What follows belongs to an exercise in optimizing a design on an open flow for small area, a short achievable clock period and few clock cycles per item; a production flow would make more cautious choices.
At most, simulation tests tie the RTL to the original design; equivalence was not proved.

==> module bpm_pos_calc, before the edit <==
module bpm_pos_calc (
    input  logic        clk,
    input  logic        rst,
    input  logic        data_valid,
    input  logic [31:0] A_IN,
    input  logic [31:0] B_IN,
    input  logic [31:0] C_IN,
    input  logic [31:0] D_IN,
    input  logic [15:0] Diameter,
    output logic [24:0] X,
    output logic [24:0] Y,
    output logic [33:0] S,
    output logic [1:0]  err,
    output logic        busy,
    output logic        rdy
);
    logic [31:0] a_r, c_r;
    logic [32:0] sab, scd;
    logic [21:0] kr;        
    logic        kx, kyn;   
    logic        kp;        
    logic [32:0] rx, ry;
    logic [24:0] wx, wy;
    logic [4:0]  cnt;
    logic        last;
    assign last = (cnt == 5'd23);
    logic b24, b23;
    assign b24 = (Diameter >= 16'd33555);
    assign b23 = ((Diameter >= 16'd16778) && !b24) || (Diameter >= 16'd50332);
    logic [22:0] p125;
    assign p125 = {kr[15:0], 7'b0} - {7'b0, kr[15:0]} - {6'b0, kr[15:0], 1'b0};
    function automatic logic [32:0] add_ks(input logic [31:0] x, input logic [31:0] y);
        logic [31:0] g, p, g2, p2;
        g = x & y;
        p = x ^ y;
        for (int d = 1; d < 32; d = d * 2) begin
            g2 = g;
            p2 = p;
            for (int i = d; i < 32; i++) begin
                g2[i] = g[i] | (p[i] & g[i-d]);
                p2[i] = p[i] & p[i-d];
            end
            g = g2;
            p = p2;
        end
        add_ks = {g[31], (x ^ y) ^ {g[30:0], 1'b0}};
    endfunction
    function automatic logic [34:0] add3(input logic [34:0] p, input logic [34:0] x,
                                         input logic [34:0] y);
        logic [34:0] sm, cy;
        sm = p ^ x ^ y;
        cy = (p & x) | (p & y) | (x & y);
        add3 = sm + {cy[33:0], 1'b1};
    endfunction
    function automatic logic [34:0] step_r(input logic [32:0] r, input logic [31:0] a,
                                           input logic [32:0] s, input logic k);
        logic [34:0] r2, ka, c0, c1, c2;
        r2 = {1'b0, r, 1'b0};
        ka = {3'b0, a & {32{k}}};
        c0 = r2 + ka;
        c1 = add3(r2, ka, ~{2'b0, s});
        c2 = add3(r2, ka, ~{1'b0, s, 1'b0});
        if (!c2[34])      step_r = {2'd2, c2[32:0]};
        else if (!c1[34]) step_r = {2'd1, c1[32:0]};
        else              step_r = {2'd0, c0[32:0]};
    endfunction
    function automatic logic [24:0] step_w(input logic [24:0] w, input logic kp,
                                           input logic [1:0] t);
        logic [24:0] wm1, wp1;
        wm1 = w - 25'd1;
        wp1 = w + 25'd1;
        case ({kp, t})
            3'b000, 3'b101: step_w = {w[23:0], 1'b0};
            3'b001, 3'b110: step_w = {w[23:0], 1'b1};
            3'b010:         step_w = {wp1[23:0], 1'b0};
            default:        step_w = {wm1[23:0], 1'b1};
        endcase
    endfunction
    function automatic logic [24:0] fin_res(input logic [24:0] w, input logic [32:0] r,
                                            input logic [32:0] s, input logic t);
        logic [24:0] wp1;
        logic        up;
        wp1 = w + 25'd1;
        up  = w[24] && (t ? ({r, 1'b0} != {1'b0, s}) : (r != 33'd0));
        if (s == 33'd0) fin_res = 25'd0;
        else if (!up)   fin_res = {w[23:0], t};
        else if (t)     fin_res = {wp1[23:0], 1'b0};
        else            fin_res = {w[23:0], 1'b1};
    endfunction
    logic [1:0]  tx, ty;
    logic [32:0] nrx, nry;
    assign {tx, nrx} = step_r(rx, a_r, sab, kx);
    assign {ty, nry} = step_r(ry, c_r, scd, !kyn);
    always_ff @(posedge clk or posedge rst) begin
        if (rst) begin
            busy <= 1'b0;
            rdy  <= 1'b0;
            X    <= '0;
            Y    <= '0;
            S    <= '0;
            err  <= '0;
        end else begin
            rdy <= 1'b0;
            if (!busy) begin
                busy <= data_valid;
            end else if (last) begin
                busy <= 1'b0;
                rdy  <= 1'b1;
                X    <= fin_res(wx, rx, sab, tx[0]);
                Y    <= fin_res(wy, ry, scd, ty[0]);
                S    <= {1'b0, sab} + {1'b0, scd};
                err  <= {scd == 33'd0, sab == 33'd0};
            end
        end
    end
    always_ff @(posedge clk) begin
        if (!busy) begin
            a_r <= A_IN;
            c_r <= C_IN;
            sab <= add_ks(A_IN, B_IN);
            scd <= add_ks(C_IN, D_IN);
        end
    end
    always_ff @(posedge clk) begin
        if (!busy) begin
            rx  <= b24 ? {1'b0, A_IN} : 33'd0;
            ry  <= b24 ? {1'b0, C_IN} : 33'd0;
            wx  <= 25'd0;
            wy  <= 25'd0;
            kp  <= b24;
            kx  <= b23;
            kyn <= !b23;
            kr  <= {6'd0, Diameter};
            cnt <= 5'd0;
        end else begin
            rx  <= nrx;
            ry  <= nry;
            wx  <= step_w(wx, kp, tx);
            wy  <= step_w(wy, kp, ty);
            kp  <= kx;
            cnt <= cnt + 5'd1;
            if (cnt == 5'd0) begin
                kx  <= p125[20];
                kyn <= !p125[20];
                kr  <= {p125[19:0], 2'b00};
            end else begin
                kx  <= kr[21];
                kyn <= !kr[21];
                kr  <= {kr[20:0], 1'b0};
            end
        end
    end
endmodule
export LEC_CHECK = 0
export CAP_MARGIN = 20
export CORE_MARGIN = 2
export CORE_UTILIZATION = 40
export SLEW_MARGIN = 20
create_clock -name core_clock -period 13.0 [get_ports {clk}]
standard.sh (not shown) runs the stock make flow with config.mk's settings and CLKGATE_MAP_FILE= SYNTH_SCRIPT=/design/flow/synth_recipe.tcl, a recipe that flattens the netlist after the stock synthesis.
==> flow/flow/run.sh <==
#!/bin/bash
set -euo pipefail
bash standard.sh SETUP_SLACK_MARGIN=8 "BUFFER_PORTS_ARGS=-buffer_cell sky130_fd_sc_hd__buf_4" finish > standard_make.log 2>&1
Change:
--- a/flow/design.v
+++ b/flow/design.v
@@ -29,22 +29,6 @@
     assign b23 = ((Diameter >= 16'd16778) && !b24) || (Diameter >= 16'd50332);
     logic [22:0] p125;
     assign p125 = {kr[15:0], 7'b0} - {7'b0, kr[15:0]} - {6'b0, kr[15:0], 1'b0};
-    function automatic logic [32:0] add_ks(input logic [31:0] x, input logic [31:0] y);
-        logic [31:0] g, p, g2, p2;
-        g = x & y;
-        p = x ^ y;
-        for (int d = 1; d < 32; d = d * 2) begin
-            g2 = g;
-            p2 = p;
-            for (int i = d; i < 32; i++) begin
-                g2[i] = g[i] | (p[i] & g[i-d]);
-                p2[i] = p[i] & p[i-d];
-            end
-            g = g2;
-            p = p2;
-        end
-        add_ks = {g[31], (x ^ y) ^ {g[30:0], 1'b0}};
-    endfunction
     function automatic logic [34:0] add3(input logic [34:0] p, input logic [34:0] x,
                                          input logic [34:0] y);
         logic [34:0] sm, cy;
@@ -117,8 +101,8 @@
         if (!busy) begin
             a_r <= A_IN;
             c_r <= C_IN;
-            sab <= add_ks(A_IN, B_IN);
-            scd <= add_ks(C_IN, D_IN);
+            sab <= {1'b0, A_IN} + {1'b0, B_IN};
+            scd <= {1'b0, C_IN} + {1'b0, D_IN};
         end
     end
     always_ff @(posedge clk) begin
Effect: Via count shrinks by 5.5%; core utilization grows by 0.40 points; die area shrinks by 2.9%; cell area shrinks by 1.5%; global-route usage shrinks by 0.81 points; sequential cell count is unchanged.
Testbench counts after the change, summed over its fixed seeds: cycles 24,000, items 960.
Only the layout flow was run in the first run of this note; the RTL was not checked for function there.

== the baseline ==
Another version of the RTL of bpm_pos_calc (not shown whole).
Size in the first run: roughly 240 I/O pins, ~37000 um^2 of cells after synthesis.
==> module bpm_pos_calc, before the edit <==
module bpm_pos_calc (
    input  logic        clk,
    input  logic        rst,
    input  logic        data_valid,
    input  logic [31:0] A_IN,
    input  logic [31:0] B_IN,
    input  logic [31:0] C_IN,
    input  logic [31:0] D_IN,
    input  logic [15:0] Diameter,
    output logic [24:0] X,
    output logic [24:0] Y,
    output logic [33:0] S,
    output logic [1:0]  err,
    output logic        busy,
    output logic        rdy
);
    logic [31:0] a_r, c_r;
    logic [32:0] sab, scd;
    logic [22:0] kr;
    logic [32:0] rx, ry;
    logic [25:0] vx, vy;
    logic [4:0]  cnt;
    logic        last;
    assign last = (cnt == 5'd23);
    logic b24, b23;
    assign b24 = (Diameter >= 16'd33555);
    assign b23 = ((Diameter >= 16'd16778) && !b24) || (Diameter >= 16'd50332);
    logic [22:0] p125;
    assign p125 = {kr[15:0], 7'b0} - {7'b0, kr[15:0]} - {6'b0, kr[15:0], 1'b0};
    function automatic logic [34:0] add3(input logic [34:0] p, input logic [34:0] x,
                                         input logic [34:0] y);
        logic [34:0] sm, cy;
        sm = p ^ x ^ y;
        cy = (p & x) | (p & y) | (x & y);
        add3 = sm + {cy[33:0], 1'b1};
    endfunction
    function automatic logic [34:0] step_r(input logic [32:0] r, input logic [31:0] a,
                                           input logic [32:0] s, input logic k);
        logic [34:0] r2, ka, c0, c1, c2;
        r2 = {1'b0, r, 1'b0};
        ka = {3'b0, a & {32{k}}};
        c0 = r2 + ka;
        c1 = add3(r2, ka, ~{2'b0, s});
        c2 = add3(r2, ka, ~{1'b0, s, 1'b0});
        if (!c2[34])      step_r = {2'd2, c2[32:0]};
        else if (!c1[34]) step_r = {2'd1, c1[32:0]};
        else              step_r = {2'd0, c0[32:0]};
    endfunction
    function automatic logic [25:0] step_v(input logic [25:0] v, input logic k,
                                           input logic [1:0] t);
        logic [24:0] vm1, vp1, vp2;
        vm1 = v[24:0] - 25'd1;
        vp1 = v[24:0] + 25'd1;
        vp2 = v[24:0] + 25'd2;
        case ({k, t})
            3'b000, 3'b101: step_v = {v[24:0], k};
            3'b001, 3'b110: step_v = {vp1, k};
            3'b010:         step_v = {vp2, 1'b0};
            default:        step_v = {vm1, 1'b1};
        endcase
    endfunction
    function automatic logic [24:0] fin_res(input logic [25:0] v, input logic [32:0] r,
                                            input logic [32:0] s, input logic t);
        logic [24:0] vp1, vp2;
        logic        vneg, vm1, rnz, r2eq;
        vp1  = v[24:0] + 25'd1;
        vp2  = v[24:0] + 25'd2;
        vneg = v[25];
        vm1  = (v == '1);
        rnz  = (r != 33'd0);
        r2eq = ({r, 1'b0} == {1'b0, s});
        if (s == 33'd0)  fin_res = 25'd0;
        else if (!t)     fin_res = (vneg && rnz) ? vp1 : v[24:0];
        else             fin_res = (vneg && !vm1 && !r2eq) ? vp2 : vp1;
    endfunction
    logic [1:0]  tx, ty;
    logic [32:0] nrx, nry;
    assign {tx, nrx} = step_r(rx, a_r, sab, kr[22]);
    assign {ty, nry} = step_r(ry, c_r, scd, kr[22]);
    always_ff @(posedge clk or posedge rst) begin
        if (rst) begin
            busy <= 1'b0;
            rdy  <= 1'b0;
            X    <= '0;
            Y    <= '0;
            S    <= '0;
            err  <= '0;
        end else begin
            rdy <= 1'b0;
            if (!busy) begin
                busy <= data_valid;
            end else if (last) begin
                busy <= 1'b0;
                rdy  <= 1'b1;
                X    <= fin_res(vx, rx, sab, tx[0]);
                Y    <= fin_res(vy, ry, scd, ty[0]);
                S    <= {1'b0, sab} + {1'b0, scd};
                err  <= {scd == 33'd0, sab == 33'd0};
            end
        end
    end
    always_ff @(posedge clk) begin
        if (!busy) begin
            a_r <= A_IN;
            c_r <= C_IN;
            sab <= {1'b0, A_IN} + {1'b0, B_IN};
            scd <= {1'b0, C_IN} + {1'b0, D_IN};
        end
    end
    always_ff @(posedge clk) begin
        if (!busy) begin
            rx  <= b24 ? {1'b0, A_IN} : 33'd0;
            ry  <= b24 ? {1'b0, C_IN} : 33'd0;
            vx  <= {26{b24}};
            vy  <= {26{b24}};
            kr  <= {b23, 6'd0, Diameter};
            cnt <= 5'd0;
        end else begin
            rx  <= nrx;
            ry  <= nry;
            vx  <= step_v(vx, kr[22], tx);
            vy  <= step_v(vy, kr[22], ty);
            cnt <= cnt + 5'd1;
            if (cnt == 5'd0) kr <= {p125[20:0], 2'b00};
            else             kr <= {kr[21:0], 1'b0};
        end
    end
endmodule
clock: 13.0 ns
lec_check: 0
cap_margin: 20
core_margin: 2
core_utilization: 40
setup_slack_margin: 5
slew_margin: 20
run.sh (not shown) runs the stock make flow with config.mk's settings and CLKGATE_MAP_FILE= SYNTH_SCRIPT=/design/flow/synth_recipe.tcl, a recipe that flattens the netlist after the stock synthesis.
Stock flow here: none of the scripts above is used.
#### Input delta (the candidate over the baseline)
==> flow/design.v <==
module bpm_pos_calc (
    input  logic        clk,
    input  logic        rst,
    input  logic        data_valid,
    input  logic [31:0] A_IN,
    input  logic [31:0] B_IN,
    input  logic [31:0] C_IN,
    input  logic [31:0] D_IN,
    input  logic [15:0] Diameter,
    output logic [24:0] X,
    output logic [24:0] Y,
    output logic [33:0] S,
    output logic [1:0]  err,
    output logic        busy,
    output logic        rdy
);
    logic [31:0] a_r, c_r;
    logic [32:0] sab, scd;
    logic [21:0] kr;      
    logic        kx, kyn;   
    logic [32:0] rx, ry;
    logic [25:0] vx, vy;
    logic [4:0]  cnt;
    logic        last;
    assign last = (cnt == 5'd23);
    logic b24, b23;
    assign b24 = (Diameter >= 16'd33555);
    assign b23 = ((Diameter >= 16'd16778) && !b24) || (Diameter >= 16'd50332);
    logic [22:0] p125;
    assign p125 = {kr[15:0], 7'b0} - {7'b0, kr[15:0]} - {6'b0, kr[15:0], 1'b0};
    function automatic logic [34:0] add3(input logic [34:0] p, input logic [34:0] x,
                                         input logic [34:0] y);
        logic [34:0] sm, cy;
        sm = p ^ x ^ y;
        cy = (p & x) | (p & y) | (x & y);
        add3 = sm + {cy[33:0], 1'b1};
    endfunction
    function automatic logic [34:0] step_r(input logic [32:0] r, input logic [31:0] a,
                                           input logic [32:0] s, input logic k);
        logic [34:0] r2, ka, c0, c1, c2;
        r2 = {1'b0, r, 1'b0};
        ka = {3'b0, a & {32{k}}};
        c0 = r2 + ka;
        c1 = add3(r2, ka, ~{2'b0, s});
        c2 = add3(r2, ka, ~{1'b0, s, 1'b0});
        if (!c2[34])      step_r = {2'd2, c2[32:0]};
        else if (!c1[34]) step_r = {2'd1, c1[32:0]};
        else              step_r = {2'd0, c0[32:0]};
    endfunction
    function automatic logic [25:0] step_v(input logic [25:0] v, input logic k,
                                           input logic [1:0] t);
        logic [24:0] vm1, vp1, vp2;
        vm1 = v[24:0] - 25'd1;
        vp1 = v[24:0] + 25'd1;
        vp2 = v[24:0] + 25'd2;
        case ({k, t})
            3'b000, 3'b101: step_v = {v[24:0], k};
            3'b001, 3'b110: step_v = {vp1, k};
            3'b010:         step_v = {vp2, 1'b0};
            default:        step_v = {vm1, 1'b1};
        endcase
    endfunction
    function automatic logic [24:0] fin_res(input logic [25:0] v, input logic [32:0] r,
                                            input logic [32:0] s, input logic t);
        logic [24:0] vp1, vp2;
        logic        vneg, vm1, rnz, r2eq;
        vp1  = v[24:0] + 25'd1;
        vp2  = v[24:0] + 25'd2;
        vneg = v[25];
        vm1  = (v == '1);
        rnz  = (r != 33'd0);
        r2eq = ({r, 1'b0} == {1'b0, s});
        if (s == 33'd0)  fin_res = 25'd0;
        else if (!t)     fin_res = (vneg && rnz) ? vp1 : v[24:0];
        else             fin_res = (vneg && !vm1 && !r2eq) ? vp2 : vp1;
    endfunction
    logic [1:0]  tx, ty;
    logic [32:0] nrx, nry;
    assign {tx, nrx} = step_r(rx, a_r, sab, kx);
    assign {ty, nry} = step_r(ry, c_r, scd, !kyn);
    always_ff @(posedge clk or posedge rst) begin
        if (rst) begin
            busy <= 1'b0;
            rdy  <= 1'b0;
            X    <= '0;
            Y    <= '0;
            S    <= '0;
            err  <= '0;
        end else begin
            rdy <= 1'b0;
            if (!busy) begin
                busy <= data_valid;
            end else if (last) begin
                busy <= 1'b0;
                rdy  <= 1'b1;
                X    <= fin_res(vx, rx, sab, tx[0]);
                Y    <= fin_res(vy, ry, scd, ty[0]);
                S    <= {1'b0, sab} + {1'b0, scd};
                err  <= {scd == 33'd0, sab == 33'd0};
            end
        end
    end
    always_ff @(posedge clk) begin
        if (!busy) begin
            a_r <= A_IN;
            c_r <= C_IN;
            sab <= {1'b0, A_IN} + {1'b0, B_IN};
            scd <= {1'b0, C_IN} + {1'b0, D_IN};
        end
    end
    always_ff @(posedge clk) begin
        if (!busy) begin
            rx  <= b24 ? {1'b0, A_IN} : 33'd0;
            ry  <= b24 ? {1'b0, C_IN} : 33'd0;
            vx  <= {26{b24}};
            vy  <= {26{b24}};
            kx  <= b23;
            kyn <= !b23;
            kr  <= {6'd0, Diameter};
            cnt <= 5'd0;
        end else begin
            rx  <= nrx;
            ry  <= nry;
            vx  <= step_v(vx, kx, tx);
            vy  <= step_v(vy, !kyn, ty);
            cnt <= cnt + 5'd1;
            if (cnt == 5'd0) begin
                kx  <= p125[20];
                kyn <= !p125[20];
                kr  <= {p125[19:0], 2'b00};
            end else begin
                kx  <= kr[21];
                kyn <= !kr[21];
                kr  <= {kr[20:0], 1'b0};
            end
        end
    end
endmodule
==> results.txt <==
Higher worst-case headroom to the max-slew limit goes to the baseline over the candidate. rx[27] as the critical path capture point was reported by the candidate, and vy[15] by the baseline. Comparing the baseline with the candidate, the horizontal extent of the die came out essentially unchanged. The candidate vs. the baseline: area overhead of the layout relative to synthesis moved up. Compared with the baseline, the candidate shows a higher synthesized netlist net count.
No run of this note included a check of the RTL's function; only the layout flow was run.

## what the ideal ports hide
How much do the figures lean on ideal ports? The routed layouts below were timed once more, with nothing changed but the port constraints.
Step 1: set_driving_cell puts a clkbuf_16 on clk and a buf_2 on each other input, an assumption about the parent block.
Step 2, shift: input delay + t, output delay - t, t = (earliest + latest rising clock arrival at the registers) / 2. This alone moves slack from input paths to output paths.
Slacks: ideal / step 1 / step 2; pairs: ideal / step 1.
run | t (ns) | setup WS [ns] | hold slack, ns | slew at the worst register clock pin (ns) | worst slew at a driven data input, ns
the first run of note 1 | 0.671 | 8.074 / 8.114 / 7.442 | 0.442 / 0.442 / 0.442 | 0.07 / 0.07 | 0.16
the second run of note 1 | 0.644 | 7.980 / 8.014 / 7.370 | 0.438 / 0.438 / 0.438 | 0.07 / 0.07 | 0.11
the baseline | 0.669 | 6.494 / 6.494 / 6.273 | 0.437 / 0.437 / 0.437 | 0.07 / 0.07 | 0.08
the candidate | 0.678 | 6.699 / 6.699 / 6.092 | 0.435 / 0.435 / 0.435 | 0.07 / 0.07 | 0.09
After both steps setup and hold are still met in every run listed. For the first run of note 1, which loses most, drivers alone change the setup slack by +0.040 ns; drivers and shift together by -0.632 ns.
